Source: an optimization exercise on an open RTL-to-GDS flow (aim: small area). Production flows keep margins and buffers that such runs may drop. Only simulation tests tie the RTL to the original design; equivalence was not proved. Power and IR drop assume default switching activity.

==> job 9664 <==
==> flow/design.v <==
module rf_hold #(parameter int W = 1) (
  input  logic [W-1:0] q,
  input  logic [W-1:0] d,
  input  logic         en,
  input  logic         en_n,
  output logic [W-1:0] y
);
  assign y = (q & {W{en_n}}) | (d & {W{en}});
endmodule
module rf_aoi3 #(parameter int W = 1) (
  input  logic [W-1:0] a0,
  input  logic [W-1:0] a1,
  input  logic [W-1:0] a2,
  input  logic         s0,
  input  logic         s1,
  input  logic         s2,
  output logic [W-1:0] y
);
  assign y = ~((a0 & {W{s0}}) | (a1 & {W{s1}}) | (a2 & {W{s2}}));
endmodule
module rf_rdport #(parameter int W = 32, parameter int N = 31) (
  input  logic [N-1:0][W-1:0] d,
  input  logic [N-1:0]        sel,
  output logic [W-1:0]        y
);
  localparam int NG = N / 3;
  localparam int NR = N % 3;
  logic [W-1:0] g [NG+1];
  for (genvar k = 0; k < NG; k++) begin : grp
    rf_aoi3 #(.W(W)) u_aoi (
      .a0(d[3*k]), .a1(d[3*k+1]), .a2(d[3*k+2]),
      .s0(sel[3*k]), .s1(sel[3*k+1]), .s2(sel[3*k+2]),
      .y(g[k])
    );
  end
  if (NR == 2) begin : rem2
    assign g[NG] = ~((d[N-2] & {W{sel[N-2]}}) | (d[N-1] & {W{sel[N-1]}}));
  end else if (NR == 1) begin : rem1
    assign g[NG] = ~(d[N-1] & {W{sel[N-1]}});
  end else begin : rem0
    assign g[NG] = '1;
  end
  always_comb begin
    y = '0;
    for (int k = 0; k <= NG; k++) y = y | ~g[k];
  end
endmodule
module rf_rename #(
  parameter int XLEN  = 32,
  parameter int NREG  = 32,
  parameter int TAG_W = 3,
  localparam int AW   = $clog2(NREG)
) (
  input  logic             clk,
  input  logic             rst,
  input  logic             stall,
  input  logic             flush,
  input  logic             iss_valid,
  input  logic [AW-1:0]    iss_rs1,
  input  logic [AW-1:0]    iss_rs2,
  input  logic [AW-1:0]    iss_rd,
  input  logic [TAG_W-1:0] iss_tag,
  input  logic             cmt_valid,
  input  logic [AW-1:0]    cmt_rd,
  input  logic [TAG_W-1:0] cmt_tag,
  input  logic [XLEN-1:0]  cmt_data,
  output logic             op_valid,
  output logic [XLEN-1:0]  op1_val,
  output logic [XLEN-1:0]  op2_val,
  output logic             op1_rdy,
  output logic             op2_rdy,
  output logic [TAG_W-1:0] op1_tag,
  output logic [TAG_W-1:0] op2_tag,
  input  logic [AW-1:0]    dbg_addr,
  output logic [XLEN-1:0]  dbg_data
);
  logic [XLEN-1:0]  regs [1:NREG-1];
  logic [NREG-1:1]  busy;
  logic [TAG_W-1:0] tag  [1:NREG-1];
  wire iss_go = rst & iss_valid & ~stall & ~flush;
  wire op_hold = rst & ~iss_go;
  wire [XLEN-1:0] wdata = cmt_data & {XLEN{rst}};
  logic [NREG-1:1] s1_val, s2_val, s1_bsy, s2_bsy, sd, sc, rwe, twe;
  always_comb begin
    for (int i = 1; i < NREG; i++) begin
      s1_val[i] = iss_go & (iss_rs1 == AW'(i)) & ~busy[i];
      s2_val[i] = iss_go & (iss_rs2 == AW'(i)) & ~busy[i];
      s1_bsy[i] = iss_go & (iss_rs1 == AW'(i)) &  busy[i];
      s2_bsy[i] = iss_go & (iss_rs2 == AW'(i)) &  busy[i];
      sd[i]     = rst & (dbg_addr == AW'(i));
      sc[i]     = cmt_rd == AW'(i);
      rwe[i]    = ~rst | (cmt_valid & sc[i]);
      twe[i]    = iss_go & (iss_rd == AW'(i));
    end
  end
  logic [NREG-1:1][XLEN-1:0]  regs_q;
  logic [NREG-1:1][TAG_W-1:0] tag_q;
  always_comb begin
    for (int i = 1; i < NREG; i++) begin
      regs_q[i] = regs[i];
      tag_q[i]  = tag[i];
    end
  end
  logic [XLEN-1:0]  v1, v2, vd;
  logic [TAG_W-1:0] t1, t2, tc;
  rf_rdport #(.W(XLEN),  .N(32)) u_rd1 (.d({regs_q, op1_val}), .sel({s1_val, op_hold}), .y(v1));
  rf_rdport #(.W(XLEN),  .N(32)) u_rd2 (.d({regs_q, op2_val}), .sel({s2_val, op_hold}), .y(v2));
  rf_rdport #(.W(XLEN),  .N(31)) u_rdd (.d(regs_q),            .sel(sd),                .y(vd));
  rf_rdport #(.W(TAG_W), .N(32)) u_rt1 (.d({tag_q, op1_tag}),  .sel({s1_bsy, op_hold}), .y(t1));
  rf_rdport #(.W(TAG_W), .N(32)) u_rt2 (.d({tag_q, op2_tag}),  .sel({s2_bsy, op_hold}), .y(t2));
  rf_rdport #(.W(TAG_W), .N(31)) u_rtc (.d(tag_q),             .sel(sc),                .y(tc));
  wire cmt_clr = cmt_valid & (tc == cmt_tag);
  wire r1 = (iss_go & ~(|s1_bsy)) | (op_hold & op1_rdy);
  wire r2 = (iss_go & ~(|s2_bsy)) | (op_hold & op2_rdy);
  logic [XLEN-1:0]  regs_d [1:NREG-1];
  logic [TAG_W-1:0] tag_d  [1:NREG-1];
  for (genvar i = 1; i < NREG; i++) begin : g_reg
    rf_hold #(.W(XLEN))  u_rh (.q(regs[i]), .d(wdata),   .en(rwe[i]), .en_n(~rwe[i]), .y(regs_d[i]));
    rf_hold #(.W(TAG_W)) u_th (.q(tag[i]),  .d(iss_tag), .en(twe[i]), .en_n(~twe[i]), .y(tag_d[i]));
  end
  always_ff @(posedge clk) begin
    for (int i = 1; i < NREG; i++) begin
      regs[i] <= regs_d[i];
      tag[i]  <= tag_d[i];
      if (~rst | flush)
        busy[i] <= 1'b0;
      else if (twe[i])
        busy[i] <= 1'b1;
      else if (cmt_clr & sc[i])
        busy[i] <= 1'b0;
    end
  end
  always_ff @(posedge clk) begin
    dbg_data <= vd;
    op_valid <= rst & (stall ? op_valid : (iss_valid & ~flush));
    op1_val  <= v1;
    op2_val  <= v2;
    op1_tag  <= t1;
    op2_tag  <= t2;
    op1_rdy  <= r1;
    op2_rdy  <= r2;
  end
endmodule
==> flow/run.sh <==
#!/bin/bash
# synth_recipe.tcl (not shown) runs the flow's synth.tcl, then flattens the netlist and writes it again
# the make line also repeats each setting of config.mk as NAME=value (left out here)
make -C /OpenROAD-flow-scripts/flow DESIGN_CONFIG=/design/flow/config.mk WORK_HOME=/design/flow/orfs CLKGATE_MAP_FILE= SYNTH_SCRIPT=/design/flow/synth_recipe.tcl finish
==> flow/config.mk <==
export PLATFORM = sky130hd
export DESIGN_NAME = rf_rename
export DESIGN_NICKNAME = rf_rename
export VERILOG_FILES = /design/flow/design.v
export SDC_FILE = /design/flow/constraint.sdc
export NUM_CORES = 4
export LEC_CHECK = 0
export CAP_MARGIN = 20
export CORE_MARGIN = 2
export CORE_UTILIZATION = 40
export CTS_BUF_LIST = sky130_fd_sc_hd__clkbuf_8
export SLEW_MARGIN = 20
export SYNTH_HIERARCHICAL = 1
==> flow/constraint.sdc <==
create_clock -name core_clock -period 4.0 [get_ports {clk}]
set_input_delay 0.8000 -clock core_clock [delete_from_list [all_inputs] [get_ports {clk}]]
set_output_delay 0.8000 -clock core_clock [all_outputs]
set_load 0.01 [all_outputs]
==> inputs of job 1950, as changes to job 9664 <==
==> flow/design.v, changed modules only <==
module rf_hold1 (
  input  logic q,
  input  logic d,
  input  logic en,
  input  logic en_n,
  output logic y
);
  assign y = (q & en_n) | (d & en);
endmodule
module rf_hold #(parameter int W = 1) (
  input  logic [W-1:0] q,
  input  logic [W-1:0] d,
  input  logic         en,
  input  logic         en_n,
  output logic [W-1:0] y
);
  for (genvar b = 0; b < W; b++) begin : bit_
    rf_hold1 u (.q(q[b]), .d(d[b]), .en(en), .en_n(en_n), .y(y[b]));
  end
endmodule
module rf_aoi3_1 (
  input  logic a0,
  input  logic a1,
  input  logic a2,
  input  logic s0,
  input  logic s1,
  input  logic s2,
  output logic y
);
  assign y = ~((a0 & s0) | (a1 & s1) | (a2 & s2));
endmodule
module rf_aoi3 #(parameter int W = 1) (
  input  logic [W-1:0] a0,
  input  logic [W-1:0] a1,
  input  logic [W-1:0] a2,
  input  logic         s0,
  input  logic         s1,
  input  logic         s2,
  output logic [W-1:0] y
);
  for (genvar b = 0; b < W; b++) begin : bit_
    rf_aoi3_1 u (.a0(a0[b]), .a1(a1[b]), .a2(a2[b]), .s0(s0), .s1(s1), .s2(s2), .y(y[b]));
  end
endmodule
module rf_nand4 #(parameter int W = 1) (
  input  logic [W-1:0] a,
  input  logic [W-1:0] b,
  input  logic [W-1:0] c,
  input  logic [W-1:0] d,
  output logic [W-1:0] y
);
  assign y = ~(a & b & c & d);
endmodule
module rf_nand3 #(parameter int W = 1) (
  input  logic [W-1:0] a,
  input  logic [W-1:0] b,
  input  logic [W-1:0] c,
  output logic [W-1:0] y
);
  assign y = ~(a & b & c);
endmodule
module rf_or3 #(parameter int W = 1) (
  input  logic [W-1:0] a,
  input  logic [W-1:0] b,
  input  logic [W-1:0] c,
  output logic [W-1:0] y
);
  assign y = a | b | c;
endmodule
module rf_rdport #(parameter int W = 32, parameter int N = 31) (
  input  logic [N-1:0][W-1:0] d,
  input  logic [N-1:0]        sel,
  output logic [W-1:0]        y
);
  logic [W-1:0] g [11];
  for (genvar k = 0; k < 10; k++) begin : grp
    rf_aoi3 #(.W(W)) u_aoi (
      .a0(d[3*k]), .a1(d[3*k+1]), .a2(d[3*k+2]),
      .s0(sel[3*k]), .s1(sel[3*k+1]), .s2(sel[3*k+2]),
      .y(g[k])
    );
  end
  if (N == 32) begin : rem2
    assign g[10] = ~((d[30] & {W{sel[30]}}) | (d[31] & {W{sel[31]}}));
  end else begin : rem1
    assign g[10] = ~(d[30] & {W{sel[30]}});
  end
  logic [W-1:0] h0, h1, h2;
  rf_nand4 #(.W(W)) u_n0 (.a(g[0]), .b(g[1]), .c(g[2]), .d(g[3]), .y(h0));
  rf_nand4 #(.W(W)) u_n1 (.a(g[4]), .b(g[5]), .c(g[6]), .d(g[7]), .y(h1));
  rf_nand3 #(.W(W)) u_n2 (.a(g[8]), .b(g[9]), .c(g[10]), .y(h2));
  rf_or3   #(.W(W)) u_o  (.a(h0), .b(h1), .c(h2), .y(y));
endmodule
==> flow/flow/run.sh (new file) <==
#!/bin/bash
set -euo pipefail
export BUFFER_PORTS_ARGS="-buffer_cell sky130_fd_sc_hd__buf_1"
export CTS_ARGS="-sink_clustering_enable -repair_clock_nets -buf_list sky130_fd_sc_hd__clkbuf_8 -sink_clustering_size 16 -sink_clustering_max_diameter 60 -dont_use_dummy_load"
bash standard.sh finish > flow_make.log 2>&1
==> flow/standard.sh (new file) <==
#!/bin/bash
# synth_recipe.tcl (not shown) runs the flow's synth.tcl, then flattens the netlist and writes it again
# the make line also repeats each setting of config.mk as NAME=value (left out here)
make -C /OpenROAD-flow-scripts/flow DESIGN_CONFIG=/design/flow/config.mk WORK_HOME=/design/flow/orfs CLKGATE_MAP_FILE= SYNTH_SCRIPT=/design/flow/synth_recipe.tcl "${@:-finish}"
CAP_MARGIN = 5   (was 20)
CORE_UTILIZATION = 35   (was 40)
CTS_CLUSTER_DIAMETER = 80   (was not set)
CTS_CLUSTER_SIZE = 30   (was not set)
PLACE_DENSITY = 0.5   (was not set)
SLEW_MARGIN = 5   (was 20)
removed: flow/run.sh
==> inputs of job 5659, as changes to job 9664 <==
==> flow/design.v, changed modules only <==
module rf_hold1 (
  input  logic q,
  input  logic d,
  input  logic en,
  input  logic en_n,
  output logic y
);
  assign y = (q & en_n) | (d & en);
endmodule
module rf_hold #(parameter int W = 1) (
  input  logic [W-1:0] q,
  input  logic [W-1:0] d,
  input  logic         en,
  input  logic         en_n,
  output logic [W-1:0] y
);
  for (genvar b = 0; b < W; b++) begin : bit_
    rf_hold1 u (.q(q[b]), .d(d[b]), .en(en), .en_n(en_n), .y(y[b]));
  end
endmodule
module rf_aoi3_1 (
  input  logic a0,
  input  logic a1,
  input  logic a2,
  input  logic s0,
  input  logic s1,
  input  logic s2,
  output logic y
);
  assign y = ~((a0 & s0) | (a1 & s1) | (a2 & s2));
endmodule
module rf_aoi3 #(parameter int W = 1) (
  input  logic [W-1:0] a0,
  input  logic [W-1:0] a1,
  input  logic [W-1:0] a2,
  input  logic         s0,
  input  logic         s1,
  input  logic         s2,
  output logic [W-1:0] y
);
  for (genvar b = 0; b < W; b++) begin : bit_
    rf_aoi3_1 u (.a0(a0[b]), .a1(a1[b]), .a2(a2[b]), .s0(s0), .s1(s1), .s2(s2), .y(y[b]));
  end
endmodule
module rf_nand4 #(parameter int W = 1) (
  input  logic [W-1:0] a,
  input  logic [W-1:0] b,
  input  logic [W-1:0] c,
  input  logic [W-1:0] d,
  output logic [W-1:0] y
);
  assign y = ~(a & b & c & d);
endmodule
module rf_nand3 #(parameter int W = 1) (
  input  logic [W-1:0] a,
  input  logic [W-1:0] b,
  input  logic [W-1:0] c,
  output logic [W-1:0] y
);
  assign y = ~(a & b & c);
endmodule
module rf_or3 #(parameter int W = 1) (
  input  logic [W-1:0] a,
  input  logic [W-1:0] b,
  input  logic [W-1:0] c,
  output logic [W-1:0] y
);
  assign y = a | b | c;
endmodule
module rf_rdport #(parameter int W = 32, parameter int N = 31) (
  input  logic [N-1:0][W-1:0] d,
  input  logic [N-1:0]        sel,
  output logic [W-1:0]        y
);
  logic [W-1:0] g [11];
  for (genvar k = 0; k < 10; k++) begin : grp
    rf_aoi3 #(.W(W)) u_aoi (
      .a0(d[3*k]), .a1(d[3*k+1]), .a2(d[3*k+2]),
      .s0(sel[3*k]), .s1(sel[3*k+1]), .s2(sel[3*k+2]),
      .y(g[k])
    );
  end
  if (N == 32) begin : rem2
    assign g[10] = ~((d[30] & {W{sel[30]}}) | (d[31] & {W{sel[31]}}));
  end else begin : rem1
    assign g[10] = ~(d[30] & {W{sel[30]}});
  end
  logic [W-1:0] h0, h1, h2;
  rf_nand4 #(.W(W)) u_n0 (.a(g[0]), .b(g[1]), .c(g[2]), .d(g[3]), .y(h0));
  rf_nand4 #(.W(W)) u_n1 (.a(g[4]), .b(g[5]), .c(g[6]), .d(g[7]), .y(h1));
  rf_nand3 #(.W(W)) u_n2 (.a(g[8]), .b(g[9]), .c(g[10]), .y(h2));
  rf_or3   #(.W(W)) u_o  (.a(h0), .b(h1), .c(h2), .y(y));
endmodule
module rf_and3 (
  input  logic a,
  input  logic b,
  input  logic c,
  output logic y
);
  assign y = a & b & c;
endmodule
module rf_and2 (
  input  logic a,
  input  logic b,
  output logic y
);
  assign y = a & b;
endmodule
module rf_nand2 (
  input  logic a,
  input  logic b,
  output logic y
);
  assign y = ~(a & b);
endmodule
module rf_rename #(
  parameter int XLEN  = 32,
  parameter int NREG  = 32,
  parameter int TAG_W = 3,
  localparam int AW   = $clog2(NREG)
) (
  input  logic             clk,
  input  logic             rst,
  input  logic             stall,
  input  logic             flush,
  input  logic             iss_valid,
  input  logic [AW-1:0]    iss_rs1,
  input  logic [AW-1:0]    iss_rs2,
  input  logic [AW-1:0]    iss_rd,
  input  logic [TAG_W-1:0] iss_tag,
  input  logic             cmt_valid,
  input  logic [AW-1:0]    cmt_rd,
  input  logic [TAG_W-1:0] cmt_tag,
  input  logic [XLEN-1:0]  cmt_data,
  output logic             op_valid,
  output logic [XLEN-1:0]  op1_val,
  output logic [XLEN-1:0]  op2_val,
  output logic             op1_rdy,
  output logic             op2_rdy,
  output logic [TAG_W-1:0] op1_tag,
  output logic [TAG_W-1:0] op2_tag,
  input  logic [AW-1:0]    dbg_addr,
  output logic [XLEN-1:0]  dbg_data
);
  logic [XLEN-1:0]  regs [1:NREG-1];
  logic [NREG-1:1]  busy;
  logic [TAG_W-1:0] tag  [1:NREG-1];
  wire iss_go = rst & iss_valid & ~stall & ~flush;
  wire op_hold = rst & ~iss_go;
  wire [XLEN-1:0] wdata = cmt_data & {XLEN{rst}};
  logic [NREG-1:1] s1_bsy, s2_bsy, sc, twe;
  always_comb begin
    for (int i = 1; i < NREG; i++) begin
      s1_bsy[i] = iss_go & (iss_rs1 == AW'(i)) &  busy[i];
      s2_bsy[i] = iss_go & (iss_rs2 == AW'(i)) &  busy[i];
      sc[i]     = cmt_rd == AW'(i);
      twe[i]    = iss_go & (iss_rd == AW'(i));
    end
  end
  logic [3:0] p1a, p2a, pda, pca;
  logic [7:0] p1b, p2b, pdb, pcb;
  always_comb begin
    for (int k = 0; k < 4; k++) begin
      p1a[k] = iss_rs1[1:0] == 2'(k);
      p2a[k] = iss_rs2[1:0] == 2'(k);
      pda[k] = dbg_addr[1:0] == 2'(k);
      pca[k] = ~rst | (cmt_rd[1:0] == 2'(k));
    end
    for (int j = 0; j < 8; j++) begin
      p1b[j] = iss_go & (iss_rs1[4:2] == 3'(j));
      p2b[j] = iss_go & (iss_rs2[4:2] == 3'(j));
      pdb[j] = rst & (dbg_addr[4:2] == 3'(j));
      pcb[j] = ~rst | (cmt_valid & (cmt_rd[4:2] == 3'(j)));
    end
  end
  logic [NREG-1:1] s1_val, s2_val, sd, rwe, rwe_n, busy_n;
  assign busy_n = ~busy;
  for (genvar i = 1; i < NREG; i++) begin : g_wl
    rf_and3  u_s1 (.a(p1a[i%4]), .b(p1b[i/4]), .c(busy_n[i]), .y(s1_val[i]));
    rf_and3  u_s2 (.a(p2a[i%4]), .b(p2b[i/4]), .c(busy_n[i]), .y(s2_val[i]));
    rf_and2  u_sd (.a(pda[i%4]), .b(pdb[i/4]), .y(sd[i]));
    rf_and2  u_we (.a(pca[i%4]), .b(pcb[i/4]), .y(rwe[i]));
    rf_nand2 u_wn (.a(pca[i%4]), .b(pcb[i/4]), .y(rwe_n[i]));
  end
  logic [NREG-1:1][XLEN-1:0]  regs_q;
  logic [NREG-1:1][TAG_W-1:0] tag_q;
  always_comb begin
    for (int i = 1; i < NREG; i++) begin
      regs_q[i] = regs[i];
      tag_q[i]  = tag[i];
    end
  end
  logic [XLEN-1:0]  v1, v2, vd;
  logic [TAG_W-1:0] t1, t2, tc;
  rf_rdport #(.W(XLEN),  .N(32)) u_rd1 (.d({regs_q, op1_val}), .sel({s1_val, op_hold}), .y(v1));
  rf_rdport #(.W(XLEN),  .N(32)) u_rd2 (.d({regs_q, op2_val}), .sel({s2_val, op_hold}), .y(v2));
  rf_rdport #(.W(XLEN),  .N(31)) u_rdd (.d(regs_q),            .sel(sd),                .y(vd));
  rf_rdport #(.W(TAG_W), .N(32)) u_rt1 (.d({tag_q, op1_tag}),  .sel({s1_bsy, op_hold}), .y(t1));
  rf_rdport #(.W(TAG_W), .N(32)) u_rt2 (.d({tag_q, op2_tag}),  .sel({s2_bsy, op_hold}), .y(t2));
  rf_rdport #(.W(TAG_W), .N(31)) u_rtc (.d(tag_q),             .sel(sc),                .y(tc));
  wire cmt_clr = cmt_valid & (tc == cmt_tag);
  wire r1 = (iss_go & ~(|s1_bsy)) | (op_hold & op1_rdy);
  wire r2 = (iss_go & ~(|s2_bsy)) | (op_hold & op2_rdy);
  logic [XLEN-1:0]  regs_d [1:NREG-1];
  logic [TAG_W-1:0] tag_d  [1:NREG-1];
  for (genvar i = 1; i < NREG; i++) begin : g_reg
    rf_hold #(.W(XLEN))  u_rh (.q(regs[i]), .d(wdata),   .en(rwe[i]), .en_n(rwe_n[i]), .y(regs_d[i]));
    rf_hold #(.W(TAG_W)) u_th (.q(tag[i]),  .d(iss_tag), .en(twe[i]), .en_n(~twe[i]), .y(tag_d[i]));
  end
  always_ff @(posedge clk) begin
    for (int i = 1; i < NREG; i++) begin
      regs[i] <= regs_d[i];
      tag[i]  <= tag_d[i];
      if (~rst | flush)
        busy[i] <= 1'b0;
      else if (twe[i])
        busy[i] <= 1'b1;
      else if (cmt_clr & sc[i])
        busy[i] <= 1'b0;
    end
  end
  always_ff @(posedge clk) begin
    dbg_data <= vd;
    op_valid <= rst & (stall ? op_valid : (iss_valid & ~flush));
    op1_val  <= v1;
    op2_val  <= v2;
    op1_tag  <= t1;
    op2_tag  <= t2;
    op1_rdy  <= r1;
    op2_rdy  <= r2;
  end
endmodule
==> flow/flow/run.sh (new file) <==
#!/bin/bash
set -euo pipefail
export BUFFER_PORTS_ARGS="-buffer_cell sky130_fd_sc_hd__buf_1"
export CTS_ARGS="-sink_clustering_enable -repair_clock_nets -buf_list sky130_fd_sc_hd__clkbuf_8 -sink_clustering_size 16 -sink_clustering_max_diameter 60 -dont_use_dummy_load"
export PRE_RESIZE_TCL="$PWD/flow/pre_resize.tcl"
bash standard.sh finish > flow_make.log 2>&1
==> flow/flow/pre_resize.tcl (new file) <==
# Size up the drivers of high-fanout nets (word lines, write data) before repair_design, so
# that they drive their nets directly instead of through added buffer trees.
set db [ord::get_db]
set n 0
foreach inst [[ord::get_db_block] getInsts] {
  set m [[$inst getMaster] getName]
  if {![regexp {^sky130_fd_sc_hd__(and2|and3|nand2|nor2|and2b|inv|nand3|nor3|a21oi|o21ai)_(\d+)$} $m -> fam sz]} continue
  set out NULL
  foreach it [$inst getITerms] { if {[$it isOutputSignal]} { set out [$it getNet] } }
  if {$out == "NULL"} continue
  set fo [expr {[llength [$out getITerms]] - 1}]
  if {$fo >= 20 && $sz < 4} {
    set new [$db findMaster sky130_fd_sc_hd__${fam}_4]
    if {$new != "NULL"} { $inst swapMaster $new; incr n }
  }
}
puts "pre_resize: sized up $n high-fanout drivers"
==> flow/standard.sh (new file) <==
#!/bin/bash
# synth_recipe.tcl (not shown) runs the flow's synth.tcl, then flattens the netlist and writes it again
# the make line also repeats each setting of config.mk as NAME=value (left out here)
make -C /OpenROAD-flow-scripts/flow DESIGN_CONFIG=/design/flow/config.mk WORK_HOME=/design/flow/orfs CLKGATE_MAP_FILE= SYNTH_SCRIPT=/design/flow/synth_recipe.tcl "${@:-finish}"
CORE_UTILIZATION = 35   (was 40)
CTS_BUF_LIST = not set   (was sky130_fd_sc_hd__clkbuf_8)
GPL_TIMING_DRIVEN = 0   (was not set)
PLACE_DENSITY = 0.5   (was not set)
SETUP_SLACK_MARGIN = 0.4   (was not set)
removed: flow/run.sh
==> summary of the runs <==
Job 9664 ran to the end with no violations. Job 5659 produced a clean layout. Job 1950 completed, yet does not pass: max-capacitance violations, max-slew violations. Utilization: job 9664 > job 1950 > job 5659. Between job 9664 and job 1950, the lower synthesized cell count is in job 1950 (gap about 9%, measured against job 1950). Cell area, highest first: job 9664, job 1950, job 5659. Of job 9664 and job 5659, job 5659 has the higher sequential power (gap about 5%, measured against job 5659). Against job 1950, the clock skew of job 5659 is lower by 0.033 ns. Against job 9664, the global-route usage of job 5659 is lower by 1.9 points.
==> figures <==
metric                                                                                           job 5659        job 9664                                         job 1950
Core Rows                                                                                             140             137                                              140
Drt first pass iters                                                                                   22              22                                               17
Result of the run                                                                          finished clean  finished clean                                  failed layout checks
Layout check failures                                                                                   -               -  max-capacitance violations, max-slew violations
Post-synthesis share of cell area spent on and, or, nand and nor gates                              0.101          0.0854                                           0.0975
Actual transition at the worst max-transition pin                                                 1.26 ns         1.31 ns                                          1.60 ns
Sum of routed wire length over all layers                                                          312 mm          310 mm                                           317 mm
Final slew viol count                                                                                   0               0                                               22
Number of maximum-capacitance violations                                                                0               0                                                2
Post-CTS clock slew at the launch and capture registers of the worst setup and hold paths         0.08 ns         0.06 ns                                          0.09 ns
Buffers added on ports                                                                                169             173                                              173
Highest attainable clock frequency                                                                276 MHz         303 MHz                                          297 MHz
Layout Cell Area excl Fill                                                                     0.0573 mm2      0.0645 mm2                                       0.0597 mm2
Register share of total power                                                                       0.597           0.489                                            0.603
Total Die Area                                                                                  0.150 mm2       0.144 mm2                                        0.149 mm2

-- static timing again, ports no longer ideal --
The results above use ideal ports. As a check the final layouts listed here were re-extracted and re-timed, cells and wires unchanged.
Step 1 sets driving cells, clkbuf_16 on the clock port and buf_2 on the other inputs (assumed; they add their load-dependent delay and slew).
Step 2 adds t to the input delays and takes it off the output delays; t is the mean of the earliest and latest rising clock arrival at the registers after step 1. Input paths then give back, and output paths get back, about the clock's delay inside the block.
Slacks: ideal / step 1 / step 2; pairs: ideal / step 1.
| run | shift t [ns] | setup slack, ns | worst hold slack (ns) | worst setup path after step 2 |
|---|---|---|---|---|
| job 9664 | 1.082 | 0.696 / 0.749 / -0.333 | 0.160 / 0.102 / 0.484 | input to register |
| job 1950 | 0.962 | 0.631 / 0.694 / -0.267 | 0.368 / 0.309 / 0.502 | input to register |
| job 5659 | 0.940 | 0.382 / 0.437 / -0.503 | 0.227 / 0.169 / 0.496 | input to register |
The setup slack of job 9664, which loses most, moves by +0.053 ns with the drivers and by -1.029 ns with both steps.
